Background: an optimization exercise with open tools, aiming at small area. Do not read the settings as production practice.
Only simulation tests tie the RTL to the original design; equivalence was not proved.
No activity file was given, so power comes from the tool's default toggle rates.

==> design/flow/design.v <==
package flash_cmd_pkg;
	localparam int CMD_W = 8;	 
	typedef enum logic [CMD_W-1:0] {
		OP_IDLE       = 8'h00,	 
		OP_READ       = 8'h09,	 
		OP_WRITE      = 8'h0A,	 
		OP_EXT_ADDR   = 8'h0B,	 
		OP_ERASE      = 8'h0C,	 
		OP_BUF_WRITE  = 8'h0D,	 
		OP_BUSY_CLEAR = 8'h0E	 
	} flash_op_e;
endpackage
package flash_buf_pkg;
	localparam int BYTE_W     = 8;	 
	localparam int BUF_AW     = 8;	 
	localparam int PAGE_BYTES = 128;	 
	localparam int FLASH_AW   = 32;	 
	localparam int BUSY_EDGES = 2;	 
	typedef enum logic [1:0] {
		WS_LOAD  = 2'd0,	 
		WS_SHIFT = 2'd1,	 
		WS_NEXT  = 2'd2,	 
		WS_DONE  = 2'd3	 
	} write_state_e;
	localparam int ST_BUSY      = 0;
	localparam int ST_VALID     = 1;
	localparam int ST_ILL_WR    = 2;
	localparam int ST_ILL_ER    = 3;
	localparam int ST_BUSY_RISE = 4;
	localparam int ST_BUSY_FALL = 5;
	localparam int ST_READ_EN   = 6;
	localparam int ST_BUF_WR    = 7;
	localparam int ST_WBYTE_LSB = 24;	 
endpackage
module byte_ram (
	input  logic                              clock_rd2,
	input  logic [flash_buf_pkg::BUF_AW-1:0]  addr_a,
	input  logic [flash_buf_pkg::BYTE_W-1:0]  din_a,
	input  logic                              we_a,
	output logic [flash_buf_pkg::BYTE_W-1:0]  dout_a,
	input  logic [flash_buf_pkg::BUF_AW-1:0]  addr_b,
	output logic [flash_buf_pkg::BYTE_W-1:0]  dout_b
);
	logic [flash_buf_pkg::BYTE_W-1:0] mem [2**flash_buf_pkg::BUF_AW];
	always_ff @(posedge clock_rd2) begin
		if (we_a)
			mem[addr_a] <= din_a;
		dout_a <= mem[addr_a];
	end
	always_ff @(posedge clock_rd2) begin
		dout_b <= mem[addr_b];
	end
endmodule
module edge_latch #(
	parameter logic PREV_INIT = 1'b0	 
) (
	input  logic clock_rd2,
	input  logic rst_n,
	input  logic level,
	input  logic clear,
	output logic flag
);
	logic level_q;	 
	always_ff @(posedge clock_rd2 or negedge rst_n) begin
		if (!rst_n) begin
			level_q <= PREV_INIT;
			flag    <= 1'b0;
		end else begin
			level_q <= level;
			if (clear)
				flag <= 1'b0;	 
			else if (level && !level_q)
				flag <= 1'b1;
		end
	end
endmodule
module cmd_decode (
	input  logic                           clock_rd2,
	input  logic                           rst_n,
	input  logic [flash_cmd_pkg::CMD_W-1:0] cmd,
	output logic lv_rd,
	output logic lv_wr,
	output logic lv_erase,
	output logic lv_ext_addr,
	output logic lv_buf_wr,
	output logic lv_busy_clear
);
	logic [flash_cmd_pkg::CMD_W-1:0] op_q;	 
	always_ff @(posedge clock_rd2 or negedge rst_n) begin
		if (!rst_n) begin
			op_q          <= flash_cmd_pkg::OP_IDLE;
			lv_rd         <= 1'b0;
			lv_wr         <= 1'b0;
			lv_erase      <= 1'b0;
			lv_ext_addr   <= 1'b0;
			lv_buf_wr     <= 1'b0;
			lv_busy_clear <= 1'b0;
		end else begin
			op_q          <= cmd;
			lv_rd         <= (op_q == flash_cmd_pkg::OP_READ);
			lv_wr         <= (op_q == flash_cmd_pkg::OP_WRITE);
			lv_erase      <= (op_q == flash_cmd_pkg::OP_ERASE);
			lv_ext_addr   <= (op_q == flash_cmd_pkg::OP_EXT_ADDR);
			lv_buf_wr     <= (op_q == flash_cmd_pkg::OP_BUF_WRITE);
			lv_busy_clear <= (op_q == flash_cmd_pkg::OP_BUSY_CLEAR);	 
		end
	end
endmodule
module flash_strobe (
	input  logic                                clock_rd2,
	input  logic                                rst_n,
	input  logic lv_rd,
	input  logic lv_erase,
	input  logic lv_ext_addr,
	input  logic                                write_done,
	input  logic                                shift_bytes,
	input  logic                                flash_busy,
	input  logic [flash_buf_pkg::FLASH_AW-1:0]  flash_addr_in,
	output logic                                flash_read,
	output logic                                flash_sector_erase,
	output logic                                flash_en4b,
	output logic                                flash_write,
	output logic                                flash_wren,
	output logic [flash_buf_pkg::FLASH_AW-1:0]  flash_addr,
	output logic                                busy_q
);
	logic [3:0]      src;
	logic [3:0][1:0] hist;	 
	logic [3:0]      pulse;
	assign src = {write_done, lv_ext_addr, lv_erase, lv_rd};
	always_ff @(posedge clock_rd2 or negedge rst_n) begin
		if (!rst_n) begin
			hist   <= '0;
			busy_q <= 1'b0;
		end else begin
			for (int i = 0; i < 4; i++)
				hist[i] <= {hist[i][0], src[i]};
			busy_q <= flash_busy;	 
		end
	end
	always_ff @(posedge clock_rd2) begin
		flash_addr <= flash_addr_in;
	end
	always_comb begin
		for (int i = 0; i < 4; i++)
			pulse[i] = (hist[i] == 2'b01);	 
	end
	assign flash_read         = pulse[0];
	assign flash_sector_erase = pulse[1];
	assign flash_en4b         = pulse[2];
	assign flash_write        = pulse[3];
	assign flash_wren         = pulse[1] | pulse[2] | pulse[3] | shift_bytes;	 
endmodule
module read_capture (
	input  logic                              clock_rd2,
	input  logic                              rst_n,
	input  logic lv_rd,
	input  logic [flash_buf_pkg::BUF_AW-1:0]  read_len,
	input  logic                              flash_data_valid,
	input  logic [flash_buf_pkg::BYTE_W-1:0]  flash_dout,
	input  logic [flash_buf_pkg::BUF_AW-1:0]  host_rd_addr,
	output logic                              flash_rden,
	output logic [flash_buf_pkg::BYTE_W-1:0]  rd_data
);
	logic [flash_buf_pkg::BUF_AW-1:0] byte_cnt;	 
	logic              dv_q;	 
	logic [flash_buf_pkg::BYTE_W-1:0] dout_rev;
	logic              cap_we;
	always_ff @(posedge clock_rd2 or negedge rst_n) begin
		if (!rst_n) begin
			byte_cnt <= '0;
			dv_q     <= 1'b0;
		end else if (lv_rd) begin
			dv_q <= flash_data_valid;
			if (dv_q && !flash_data_valid && byte_cnt <= read_len)
				byte_cnt <= byte_cnt + 1'b1;	 
		end else begin
			byte_cnt <= '0;	 
			dv_q     <= 1'b0;
		end
	end
	assign flash_rden = lv_rd && (byte_cnt <= read_len);
	assign cap_we     = flash_rden && flash_data_valid;
	for (genvar i = 0; i < flash_buf_pkg::BYTE_W; i++) begin : g_rev
		assign dout_rev[i] = flash_dout[flash_buf_pkg::BYTE_W-1-i];
	end
	byte_ram u_rbuf (
		.clock_rd2 (clock_rd2),
		.addr_a    (byte_cnt),
		.din_a     (dout_rev),
		.we_a      (cap_we),
		.dout_a    (),	 
		.addr_b    (host_rd_addr),
		.dout_b    (rd_data)
	);
endmodule
module write_sequencer (
	input  logic                              clock_rd2,
	input  logic                              rst_n,
	input  logic lv_wr,
	input  logic lv_buf_wr,
	input  logic                              host_wr_strobe,
	input  logic [flash_buf_pkg::BUF_AW-1:0]  host_wr_addr,
	input  logic [flash_buf_pkg::BYTE_W-1:0]  host_wr_byte,
	output logic [flash_buf_pkg::BYTE_W-1:0]  wbuf_byte,
	output logic [flash_buf_pkg::BYTE_W-1:0]  flash_din,
	output logic                              shift_bytes,
	output logic                              write_done
);
	flash_buf_pkg::write_state_e      state;
	logic [flash_buf_pkg::BUF_AW-1:0] byte_cnt;	 
	logic              strb_q;	 
	logic              rise_q;	 
	logic [flash_buf_pkg::BYTE_W-1:0] page_byte;
	always_ff @(posedge clock_rd2 or negedge rst_n) begin
		if (!rst_n) begin
			strb_q <= 1'b0;
			rise_q <= 1'b0;
		end else begin
			strb_q <= host_wr_strobe;
			rise_q <= host_wr_strobe && !strb_q;
		end
	end
	always_ff @(posedge clock_rd2 or negedge rst_n) begin
		if (!rst_n) begin
			state    <= flash_buf_pkg::WS_LOAD;
			byte_cnt <= '0;
		end else if (!lv_wr) begin
			state    <= flash_buf_pkg::WS_LOAD;	 
			byte_cnt <= '0;
		end else begin
			case (state)
				flash_buf_pkg::WS_LOAD:  state <= flash_buf_pkg::WS_SHIFT;
				flash_buf_pkg::WS_SHIFT: state <= flash_buf_pkg::WS_NEXT;
				flash_buf_pkg::WS_NEXT: begin
					if (byte_cnt < flash_buf_pkg::BUF_AW'(flash_buf_pkg::PAGE_BYTES - 1)) begin
						byte_cnt <= byte_cnt + 1'b1;
						state    <= flash_buf_pkg::WS_LOAD;
					end else begin
						state <= flash_buf_pkg::WS_DONE;
					end
				end
				default:  state <= flash_buf_pkg::WS_DONE;	 
			endcase
		end
	end
	assign shift_bytes = (state == flash_buf_pkg::WS_SHIFT);
	assign write_done  = (state == flash_buf_pkg::WS_DONE);
	for (genvar i = 0; i < flash_buf_pkg::BYTE_W; i++) begin : g_rev
		assign flash_din[i] = page_byte[flash_buf_pkg::BYTE_W-1-i];
	end
	byte_ram u_wbuf (
		.clock_rd2 (clock_rd2),
		.addr_a    (host_wr_addr),
		.din_a     (host_wr_byte),
		.we_a      (lv_buf_wr && rise_q),
		.dout_a    (wbuf_byte),	 
		.addr_b    (byte_cnt),
		.dout_b    (page_byte)
	);
endmodule
module status_reg (
	input  logic                                  clock_rd2,
	input  logic                                  rst_n,
	input  logic lv_buf_wr,
	input  logic lv_busy_clear,
	input  logic                                  busy_q,
	input  logic                                  flash_data_valid,
	input  logic                                  flash_illegal_write,
	input  logic                                  flash_illegal_erase,
	input  logic                                  flash_rden,
	input  logic [flash_buf_pkg::BUSY_EDGES-1:0]  busy_flags,
	input  logic [flash_buf_pkg::BYTE_W-1:0]      wbuf_byte,
	output logic [31:0]                           status
);
	always_ff @(posedge clock_rd2 or negedge rst_n) begin
		if (!rst_n) begin
			status <= '0;
		end else begin
			status                          <= '0;	 
			status[flash_buf_pkg::ST_BUSY]                 <= busy_q;
			status[flash_buf_pkg::ST_VALID]                <= flash_data_valid;
			status[flash_buf_pkg::ST_ILL_WR]               <= flash_illegal_write;
			status[flash_buf_pkg::ST_ILL_ER]               <= flash_illegal_erase;
			status[flash_buf_pkg::ST_BUSY_RISE]            <= busy_flags[0] && !lv_busy_clear;
			status[flash_buf_pkg::ST_BUSY_FALL]            <= busy_flags[1] && !lv_busy_clear;
			status[flash_buf_pkg::ST_READ_EN]              <= flash_rden;
			status[flash_buf_pkg::ST_BUF_WR]               <= lv_buf_wr;
			status[flash_buf_pkg::ST_WBYTE_LSB +: flash_buf_pkg::BYTE_W]  <= wbuf_byte;
		end
	end
endmodule
module flash_prog_top (
	input  logic                                clock_rd2,
	input  logic                                rst_n,
	input  logic [flash_cmd_pkg::CMD_W-1:0]     cmd,
	input  logic [15:0]                         host_data,	 
	input  logic                                host_wr_strobe,
	input  logic [flash_buf_pkg::BUF_AW-1:0]    host_rd_addr,
	input  logic [flash_buf_pkg::FLASH_AW-1:0]  flash_addr_in,
	input  logic                                flash_busy,
	input  logic                                flash_data_valid,
	input  logic [flash_buf_pkg::BYTE_W-1:0]    flash_dout,
	input  logic                                flash_illegal_write,
	input  logic                                flash_illegal_erase,
	output logic [flash_buf_pkg::BYTE_W-1:0]    rd_data,
	output logic [31:0]                         status,
	output logic                                flash_read,
	output logic                                flash_rden,
	output logic                                flash_write,
	output logic                                flash_sector_erase,
	output logic                                flash_en4b,
	output logic                                flash_wren,
	output logic                                flash_shift_bytes,
	output logic [flash_buf_pkg::BYTE_W-1:0]    flash_din,
	output logic [flash_buf_pkg::FLASH_AW-1:0]  flash_addr
);
	logic lv_rd, lv_wr, lv_erase, lv_ext_addr, lv_buf_wr, lv_busy_clear;
	logic                  busy_q;
	logic                  write_done;
	logic [flash_buf_pkg::BUSY_EDGES-1:0] busy_flags;	 
	logic [flash_buf_pkg::BYTE_W-1:0]     wbuf_byte;
	cmd_decode u_dec (.clock_rd2(clock_rd2), .rst_n(rst_n), .cmd(cmd), .lv_rd(lv_rd), .lv_wr(lv_wr), .lv_erase(lv_erase),
		.lv_ext_addr(lv_ext_addr), .lv_buf_wr(lv_buf_wr), .lv_busy_clear(lv_busy_clear));
	flash_strobe u_strb (
		.clock_rd2(clock_rd2), .rst_n(rst_n), .lv_rd(lv_rd), .lv_erase(lv_erase), .lv_ext_addr(lv_ext_addr),
		.write_done(write_done), .shift_bytes(flash_shift_bytes),
		.flash_busy(flash_busy), .flash_addr_in(flash_addr_in),
		.flash_read(flash_read), .flash_sector_erase(flash_sector_erase),
		.flash_en4b(flash_en4b), .flash_write(flash_write), .flash_wren(flash_wren),
		.flash_addr(flash_addr), .busy_q(busy_q)
	);
	for (genvar i = 0; i < flash_buf_pkg::BUSY_EDGES; i++) begin : g_busy_edge
		edge_latch #(.PREV_INIT(i != 0)) u_edge (
			.clock_rd2(clock_rd2), .rst_n(rst_n),
			.level((i == 0) ? busy_q : !busy_q),
			.clear(lv_busy_clear), .flag(busy_flags[i])
		);
	end
	read_capture u_rcap (
		.clock_rd2(clock_rd2), .rst_n(rst_n), .lv_rd(lv_rd),
		.read_len(host_data[7:0]), .flash_data_valid(flash_data_valid),
		.flash_dout(flash_dout), .host_rd_addr(host_rd_addr),
		.flash_rden(flash_rden), .rd_data(rd_data)
	);
	write_sequencer u_wseq (
		.clock_rd2(clock_rd2), .rst_n(rst_n), .lv_wr(lv_wr), .lv_buf_wr(lv_buf_wr),
		.host_wr_strobe(host_wr_strobe), .host_wr_addr(host_data[15:8]),
		.host_wr_byte(host_data[7:0]), .wbuf_byte(wbuf_byte), .flash_din(flash_din),
		.shift_bytes(flash_shift_bytes), .write_done(write_done)
	);
	status_reg u_stat (
		.clock_rd2(clock_rd2), .rst_n(rst_n), .lv_buf_wr(lv_buf_wr), .lv_busy_clear(lv_busy_clear), .busy_q(busy_q),
		.flash_data_valid(flash_data_valid), .flash_illegal_write(flash_illegal_write),
		.flash_illegal_erase(flash_illegal_erase), .flash_rden(flash_rden),
		.busy_flags(busy_flags), .wbuf_byte(wbuf_byte), .status(status)
	);
endmodule
==> design/flow/run.sh <==
#!/bin/bash
# synth_recipe.tcl (not shown) runs the flow's synth.tcl, then flattens the netlist and writes it again
# the make line also repeats each setting of config.mk as NAME=value (left out here)
make -C /OpenROAD-flow-scripts/flow DESIGN_CONFIG=/design/flow/config.mk WORK_HOME=/design/flow/orfs CLKGATE_MAP_FILE= SYNTH_SCRIPT=/design/flow/synth_recipe.tcl finish
==> design/flow/config.mk <==
export PLATFORM = sky130hd
export DESIGN_NAME = flash_prog_top
export DESIGN_NICKNAME = flash_prog_top
export VERILOG_FILES = /design/flow/design.v
export SDC_FILE = /design/flow/constraint.sdc
export NUM_CORES = 4
export LEC_CHECK = 0
export CAP_MARGIN = 20
export CORE_MARGIN = 2
export CORE_UTILIZATION = 40
export SLEW_MARGIN = 20
==> design/flow/constraint.sdc <==
create_clock -name core_clock -period 10.0 [get_ports {clock_rd2}]
set_input_delay 2.0000 -clock core_clock [delete_from_list [all_inputs] [get_ports {clock_rd2}]]
set_output_delay 2.0000 -clock core_clock [all_outputs]
set_load 0.01 [all_outputs]
==> summary.txt <==
## placed cells by master, fill, tap and decap left out, types with 22 or more instances in the layout
cell type and count:
edfxtp_1 4096, mux4_2 1466, nor2_1 551, mux2i_1 530
clkbuf_16 445, nand2_1 263, buf_4 190, a21oi_1 138
a22oi_1 136, clkdlybuf4s50_1 125, o221ai_1 120, clkinv_1 94
clkinv_2 89, clkbuf_1 79, o22ai_1 78, a211oi_1 70
a221oi_1 69, nor3_1 69, o21ai_0 58, dfrtp_1 58
dfxtp_1 56, nand3_1 55, bufinv_16 54, nor2b_1 37
a22o_1 29, buf_12 27, nand2b_1 24, a31oi_1 24
clkbuf_8 24, inv_1 23, o32ai_1 22, and2_1 22
## layer usage
metal  track usage [%]  vias to the layer above  routed length (microns)
met4              10.5                        4                    27700
met3              5.44                     1041                    54000
met1              31.7                    51500                   209000
met2              35.9                     5650                   248000
met5                 0                        -                       21
li1                  -                    38200                        -
## critical path: stages
cell	delay, ns
clkbuf_8	0.40
inv_1	0.12
ha_1	0.34
nor2b_1	0.14
o21a_1	0.18
o21ai_0	0.28
a21oi_1	0.16
o22a_1	0.51
nor2_1	0.49
clkdlybuf4s50_1	0.64
## power by group
group,switching (uW),internal (uW)
clock,7050,9620
combinational,1130,611
sequential,36.2,19400
total,8220,29600
## final timing paths
check / start / endpoint / depth (start not counted)
max: host_data[1] / flash_rden / 10
min reg2reg: u_wseq.u_wbuf.dout_a[1]$_DFF_P_ / u_stat.status[25]$_DFF_PN0_ / 0
max reg2reg: u_wseq.byte_cnt[2]$_DFFE_PN0P_ / u_wseq.u_wbuf.dout_b[2]$_DFF_P_ / 8
max in group asynchronous: rst_n / u_wseq.byte_cnt[0]$_DFFE_PN0P_ / 2
min in group asynchronous: rst_n / u_stat.status[1]$_DFF_PN0_ / 1
min: u_wseq.u_wbuf.dout_a[1]$_DFF_P_ / u_stat.status[25]$_DFF_PN0_ / 0
## Yosys cell counts, types with 24 or more instances
master | number | area share (%)
buf_2 | 105 | 0.29
a22o_1 | 29 | 0.14
a221oi_1 | 69 | 0.34
dfxtp_1 | 56 | 0.63
nand2_1 | 264 | 0.55
nor2_1 | 570 | 1.2
o221ai_1 | 120 | 0.59
a22oi_1 | 136 | 0.57
mux2i_1 | 530 | 3.0
dfrtp_1 | 62 | 0.87
buf_4 | 135 | 0.57
clkbuf_1 | 304 | 0.64
a211oi_1 | 70 | 0.29
edfxtp_1 | 4096 | 69
nand2b_1 | 25 | 0.087
a21oi_1 | 138 | 0.39
o21ai_0 | 59 | 0.17
nor3_1 | 71 | 0.20
o22ai_1 | 79 | 0.28
nor2b_1 | 43 | 0.15
mux4_2 | 1466 | 18
a31oi_1 | 24 | 0.084
nand3_1 | 59 | 0.17
buf_6 | 30 | 0.19
buf_1 | 72 | 0.15
## layout make-up
| cell class | count | area, sq um | area share [%] |
|---|---|---|---|
| clock buffer | 532 | 11500 | 5.73 |
| sequential | 4215 | 126000 | 62.4 |
| multi-input combinational | 4037 | 50100 | 24.8 |
| clock inverter | 284 | 3070 | 1.52 |
| antenna | 18 | 45.0 | 0.0223 |
| inverter | 29 | 120 | 0.0596 |
| tap | 5928 | 7420 | 3.68 |
| timing repair buffer | 371 | 3610 | 1.79 |
## through the flow
step	cell area (sq um)	total power [uW]	instances	hold WS [ns]
6_report	202000	37800	15400	0.330
3_3_place_gp	187000	21500	14600	0.318
3_5_place_dp	187000	21500	14600	0.322
5_1_grt	202000	38800	15400	0.332
4_1_cts	201000	38100	15400	0.329
2_1_floorplan	179000	20700	8927	0.316
## logic make-up after synthesis
group	share of synthesized area (%)
flip-flops	70.3
multiplexers	21.5
AND/OR/NAND/NOR	2.79
AO/OA/AOI/OAI	3.43
buffers and inverters	1.90
adder cells (fa/ha/maj)	0.0909
XOR/XNOR	0.0245
other	0.00210
==> key figures <==
Run status
  – Status: timing/DRC/antenna clean

Clock network
  – CTS tree: done
  – Hold buffer count at CTS: 0
  – CTS buffer count: 439
  – Register clock-pin slew on the reported worst setup and hold paths: 0.06 ns
  – Clock sinks: 4215
  – CTS Root Cell: clkbuf_16
  – Htree depth: 5
  – Clk latency of the worst-skew pair: 1.05 ns
  – Post_cts resized: 0
  – Clock Tree Buf Depth: 4
  – Setup bufs post-CTS: 0

Final layout
  – Regs by FF count: u_rcap.u_rbuf.mem (2048), u_wseq.u_wbuf.mem (2048), u_strb.flash_addr (32)
  – Layout fillers: 37.0k
  – Post-layout util: 45.3%
  – Layout cells sized above 1: 25.7%
  – Area grow syn2layout: 12.7%
  – Nets: 9185

Yosys
  – Primary FF master, synth: edfxtp_1
  – Async S/R FF share, synth: 1.49%
  – Number of synthesized flops with an enable pin: 4096
  – Cells after Synth: 8912
  – Yosys cell types: 71
  – Post-Syn Area: 179000 sq um
  – Synth Area per Inst: 20.1 sq um
  – Synth Warn #: 8
  – Sequential cell area fraction in the yosys report: 70.3%
  – Seq cells post-synth: 4215

Timing
  – Slew Viols, Final: 0
  – Max Clock Skew: 0.110 ns
  – Worst Setup Slack, final: 2.59 ns
  – Fmax: 135 MHz
  – Final setup violation count: 0
  – Final Hold Viols: 0
  – TNS Setup: 0 ns
  – Tmin final: 7.41 ns
  – RSZ-0062 raised after global routing: no
  – Crit share post-route: 74.1%
  – Max_slew headroom: 18.1%
  – Worst-margin pin slew: 1.22 ns

Critical path
  – Arrival time worst endpoint: 5.41 ns
  – Worst EP required: 8.00 ns
  – WS Path Type: input pin to output port
  – R2R setup slack: 4.29 ns
  – Setup crit start kind: input pin
  – Endpoint type of the worst setup path: output port
  – Worst Path Max Fanout: 82

Pwr
  – P_leak: 0.0616 uW
  – Maximum vdd drop: 0.162 mV
  – Pwr Density: 188 nW/um^2

Flow run
  – Max-cap violations: 0

Route
  – Vias per inst: 6.25
  – Post-DRT Antenna Nets: 0
  – Drt pass-1 iters: 6
  – Total Routed Length: 538 mm
  – Routed WL per cell: 34.9 microns
  – # DRC: 0
  – DR vias: 96.4k
  – Initial DRC count: 13.3k

Worst hold path
  – Hold crit path type: register to register

Global routing
  – Antenna violations before repair: 13
  – GRT Resource Usage Total: 23.3%
  – First-pass GRT wire length: 750 mm
  – Vias in the first global route: 96.7k
  – Largest net degree at the start of global routing: 193
  – Total global routing overflow: 0

Die
  – Initial Util: 40.2%
  – Die width: 673 microns
  – Io pins: 166
  – Core Area: 445000 sq um
  – Die area: 453000 sq um
  – Die H: 673 microns
  – Num rows: 245

Placed design
  – DP HPWL: 343 mm
  – Gpl congestion: 0.929
  – Place WS: 2.55 ns
  – PortBufs: 149

-- afterwards: timing with drivers on the ports --
The results above use ideal ports. As a check the final layout listed here was re-extracted and re-timed, cells and wires unchanged. Step 1 (the two cells are an assumption about what drives the block):
set clk [get_ports {clock_rd2}]
set_driving_cell -lib_cell sky130_fd_sc_hd__clkbuf_16 $clk
set_driving_cell -lib_cell sky130_fd_sc_hd__buf_2 [delete_from_list [all_inputs] $clk]
Step 2, shift: input delay + t, output delay - t, t = (earliest + latest rising clock arrival at the registers) / 2. This alone moves slack from input paths to output paths. a / b / c = ideal / step 1 / step 2; a / b = the first two.
shift t [ns]: 1.108
setup WS [ns]: 2.586 / 2.476 / 2.476
worst register clock-pin slew, ns: 0.07 / 0.07
worst data-port slew with drivers (ns): 0.10
After both steps this run still meets setup and hold. For this run, drivers alone change the setup slack by -0.110 ns; drivers and shift together by -0.110 ns.
